This design comes from an exercise in tuning for small area, a short achievable clock period and few clock cycles per item on the open sky130 flow, not from production work.
At most, simulation tests tie the RTL to the original design; equivalence was not proved.
No activity file was given, so power comes from the tool's default toggle rates.

==> inputs of indigo <==
==> flow/design.v <==
module icache_dm #(
    parameter int unsigned INDEX_W = 6
) (
    input  logic        clk,
    input  logic        rst,
    input  logic        ce,
    input  logic [31:0] pc_addr,
    input  logic        flush,
    output logic [31:0] instr_o,
    output logic        stall_req,
    output logic        rom_req,
    output logic [31:0] rom_addr,
    input  logic        rom_ack,
    input  logic [31:0] rom_data
);
    localparam int unsigned TAG_W = 30 - INDEX_W;
    localparam int unsigned Lines = 2 ** INDEX_W;
    typedef enum logic {StIdle, StReq} state_e;
    state_e             state_q, state_d;
    logic [Lines-1:0]   valid_q;
    logic [TAG_W-1:0]   tag_arr [Lines];
    logic [31:0]        data_arr [Lines];
    logic [31:0]        rom_addr_q;
    logic               flush_pending_q;
    logic [INDEX_W-1:0] idx, fill_idx;
    logic [TAG_W-1:0]   tag, fill_tag;
    logic               hit, miss_start, fill;
    logic               unused_pc_lsb;
    assign idx           = pc_addr[INDEX_W+1:2];
    assign tag           = pc_addr[31:INDEX_W+2];
    assign fill_idx      = rom_addr_q[INDEX_W+1:2];
    assign fill_tag      = rom_addr_q[31:INDEX_W+2];
    assign unused_pc_lsb = ^pc_addr[1:0];
    assign hit        = ce & valid_q[idx] & (tag_arr[idx] == tag);
    assign miss_start = (state_q == StIdle) & ce & ~hit;
    assign fill       = (state_q == StReq) & rom_ack;
    always_comb begin
        state_d   = state_q;
        instr_o   = '0;
        stall_req = 1'b0;
        rom_req   = 1'b0;
        rom_addr  = rst ? '0 : rom_addr_q;
        if (!rst) begin
            unique case (state_q)
                StIdle: begin
                    if (hit) begin
                        instr_o = data_arr[idx];
                    end else if (ce) begin
                        stall_req = 1'b1;
                        state_d   = StReq;
                    end
                end
                StReq: begin
                    rom_req   = 1'b1;
                    stall_req = 1'b1;
                    if (rom_ack) begin
                        state_d = StIdle;
                    end
                end
                default: state_d = StIdle;
            endcase
        end
    end
    always_ff @(posedge clk) begin
        if (rst) begin
            state_q         <= StIdle;
            valid_q         <= '0;
            rom_addr_q      <= '0;
            flush_pending_q <= 1'b0;
        end else begin
            state_q <= state_d;
            if (miss_start) begin
                rom_addr_q <= {pc_addr[31:2], 2'b00};
            end
            if (state_q == StReq) begin
                flush_pending_q <= rom_ack ? 1'b0 : (flush_pending_q | flush);
            end else begin
                flush_pending_q <= 1'b0;
            end
            if (fill && !flush_pending_q) begin
                valid_q[fill_idx] <= 1'b1;
            end
            if (flush) begin
                valid_q <= '0;
            end
        end
    end
    always_ff @(posedge clk) begin
        if (fill && !rst) begin
            data_arr[fill_idx] <= rom_data;
            tag_arr[fill_idx]  <= fill_tag;
        end
    end
endmodule
==> flow/run.sh <==
#!/bin/bash
# synth_recipe.tcl (not shown) runs the flow's synth.tcl, then flattens the netlist and writes it again
# the make line also repeats each setting of config.mk as NAME=value (left out here)
make -C /OpenROAD-flow-scripts/flow DESIGN_CONFIG=/design/flow/config.mk WORK_HOME=/design/flow/orfs CLKGATE_MAP_FILE= SYNTH_SCRIPT=/design/flow/synth_recipe.tcl finish
==> flow/config.mk <==
export PLATFORM = sky130hd
export DESIGN_NAME = icache_dm
export DESIGN_NICKNAME = icache_dm
export VERILOG_FILES = /design/flow/design.v
export SDC_FILE = /design/flow/constraint.sdc
export NUM_CORES = 4
export LEC_CHECK = 0
export CAP_MARGIN = 20
export CORE_MARGIN = 2
export CORE_UTILIZATION = 40
export SETUP_SLACK_MARGIN = 0.3
export SLEW_MARGIN = 20
==> flow/constraint.sdc <==
create_clock -name core_clock -period 8.0 [get_ports {clk}]
set_input_delay 1.6000 -clock core_clock [delete_from_list [all_inputs] [get_ports {clk}]]
set_output_delay 1.6000 -clock core_clock [all_outputs]
set_load 0.01 [all_outputs]
==> garnet (differences from indigo) <==
==> flow/design.v, changed modules only <==
module icache_dm (
    input  logic        clk,
    input  logic        rst,
    input  logic        ce,
    input  logic [31:0] pc_addr,
    input  logic        flush,
    output logic [31:0] instr_o,
    output logic        stall_req,
    output logic        rom_req,
    output logic [31:0] rom_addr,
    input  logic        rom_ack,
    input  logic [31:0] rom_data
);
    localparam int SW = 6;          
    localparam int NS = 1 << SW;    
    localparam int PW = 30 - SW;    
    logic [PW-1:0]   ptag [2];
    logic [1:0]      pval_q;
    logic            lru_q;         
    logic [NS-1:0]   sval;          
    logic [NS-1:0]   sptr;          
    logic [31:0]     sdata [NS];
    logic            busy_q;        
    logic [29:0]     raddr_q;       
    logic            fptr_q;        
    logic            pf_v_q;        
    logic [29:0]     pf_addr_q;
    logic            pf_ptr_q;
    logic [PW-1:0]   page;
    logic [SW-1:0]   slot, nslot;
    logic [NS-1:0]   dec, nval, nptr;
    logic [1:0]      pm;
    logic            h0, h1, n0, n1, hit, hptr, pmatch, aptr, start, ack, byp;
    logic            pf_v_d, pf_go;
    logic [31:0]     cword;
    logic            unused_pc_lsb;
    assign page  = pc_addr[31:SW+2];
    assign slot  = pc_addr[SW+1:2];
    assign nslot = slot + 1'b1;
    assign unused_pc_lsb = ^pc_addr[1:0];
    assign pm[0] = pval_q[0] & (ptag[0] == page);
    assign pm[1] = pval_q[1] & (ptag[1] == page);
    assign pmatch = |pm;
    always_comb begin
        for (int s = 0; s < NS; s++)
            dec[s] = (slot == s[SW-1:0]);
        nval = {sval[0], sval[NS-1:1]};
        nptr = {sptr[0], sptr[NS-1:1]};
        h0 = |(dec & sval & ~sptr);
        h1 = |(dec & sval & sptr);
        n0 = |(dec & nval & ~nptr);
        n1 = |(dec & nval & nptr);
        cword = '0;
        for (int s = 0; s < NS; s++)
            cword = cword | ({32{dec[s]}} & sdata[s]);
    end
    assign hit  = (h0 & pm[0]) | (h1 & pm[1]);
    assign hptr = pm[1];
    assign aptr = pmatch ? pm[1] : lru_q;
    assign ack   = busy_q & rom_ack;
    assign byp   = ack & (raddr_q == pc_addr[31:2]);
    assign pf_v_d = ce & hit & ~flush & ~(&slot) & ~(hptr ? n1 : n0)
                  & ~(ack & (raddr_q[SW-1:0] == nslot));
    assign pf_go = ~rst & ~busy_q & pf_v_q;
    assign start = ~rst & ~busy_q & ~pf_v_q & ce & ~hit;
    assign stall_req = ~(hit | byp);
    assign instr_o   = byp ? rom_data : cword;
    assign rom_req   = busy_q | start | pf_go;
    assign rom_addr  = {(busy_q ? raddr_q : (pf_v_q ? pf_addr_q : pc_addr[31:2])), 2'b00};
    always_ff @(posedge clk) begin
        if (rst) begin
            busy_q <= 1'b0;
            pf_v_q <= 1'b0;
            pval_q <= '0;
        end else begin
            pf_v_q <= pf_v_d;
            if (ack) busy_q <= 1'b0;
            if (start || pf_go) busy_q <= 1'b1;
            if (start && !pmatch) pval_q[aptr] <= 1'b1;
            if (flush) pval_q <= '0;
        end
    end
    always_ff @(posedge clk) begin
        if (start) lru_q <= ~aptr;
        else if (ce && pmatch) lru_q <= ~pm[1];
        if (start && !pmatch) ptag[aptr] <= page;
        if (start) begin
            raddr_q <= pc_addr[31:2];
            fptr_q  <= aptr;
        end else if (pf_go) begin
            raddr_q <= pf_addr_q;
            fptr_q  <= pf_ptr_q;
        end
        pf_addr_q <= {page, nslot};
        pf_ptr_q  <= hptr;
    end
    always_ff @(posedge clk) begin
        for (int s = 0; s < NS; s++) begin
            if (ack && raddr_q[SW-1:0] == s[SW-1:0]) begin
                sdata[s] <= rom_data;
                sval[s]  <= 1'b1;
                sptr[s]  <= fptr_q;
            end else if (start && !pmatch && sptr[s] == aptr) begin
                sval[s] <= 1'b0;
            end
        end
    end
endmodule
- SETUP_SLACK_MARGIN: 0.3 -> 3.0
==> metrics.md <==
| Metric | Value |
|---|---|
| Delay-heaviest family, CP | `simple AND/OR/NAND/NOR gates` |
| P_seq | `13.2 mW` |
| Worst IR Drop VDD | `0.000219 V` |
| Total CTS buffers | `222` |
| Post-detailed-routing wire length | `402 mm` |
| Total power | `24.7 mW` |
| Met3 WL | `66.6 mm` |
| Logic inverters | `21` |
| Worst r2r dst | `sdata[30][22]` |
| Largest family of logic cells by synthesized area | `compound AO/OA/AOI/OAI gates` |
| Synthesized area | `86600 µm²` |
| Leak pwr | `35.4 nW` |
| Reg2Reg Depth | `4` |
| Outcome | `finished clean` |
| Commonest non-fill, non-tap cells in the layout | `edfxtp_1, a22oi_1, nand2_1` |
The numbers above come from garnet.

==> metrics.md <==
| Metric | Value |
|---|---|
| Outcome | `finished clean` |
| P_seq | `21.3 mW` |
| Largest family of logic cells by synthesized area | `multiplexers` |
| Worst r2r dst | `data_arr[1][29]` |
| Biggest register | `data_arr` |
| Post-detailed-routing wire length | `419 mm` |
| Leak pwr | `52.6 nW` |
| Die W | `600 µm` |
| Total power | `40.2 mW` |
| Synthesized area | `142000 µm²` |
| Met3 WL | `45.0 mm` |
| Final Instance Area | `164000 µm²` |
| Logic inverters | `14` |
| Commonest non-fill, non-tap cells in the layout | `edfxtp_1, mux4_2, clkbuf_16` |
| Reg2Reg Depth | `6` |
| Delay-heaviest family, CP | `buffers and inverters` |
| Reg power frac | `53.1%` |
The numbers above come from indigo.

Testbench counts of indigo, summed over its fixed seeds: cycles 137,876, fetches 32,000.
Function not checked in garnet: the RTL went through the layout flow alone.

-- what the ideal ports hide --
No port has a modelled driver above. Below, the same layouts with a new extraction and two added sets of constraints. Step 1: set_driving_cell puts a clkbuf_16 on clk and a buf_2 on each other input, an assumption about the parent block. Step 2 adds t to the input delays and takes it off the output delays; t is the mean of the earliest and latest rising clock arrival at the registers after step 1. Input paths then give back, and output paths get back, about the clock's delay inside the block. Three values: no drivers, after step 1, after step 2; two values: the first two.
run	t (ns)	setup WS [ns]	latest minus earliest clock arrival (ns)	worst data-port slew with drivers (ns)
indigo	1.030	0.343 / 0.040 / 0.040	0.085 / 0.084	0.42
garnet	0.977	1.953 / 1.863 / 1.863	0.112 / 0.112	0.20
After both steps setup and hold are still met in every run listed. The setup slack of indigo, which loses most, moves by -0.303 ns with the drivers and by -0.303 ns with both steps.
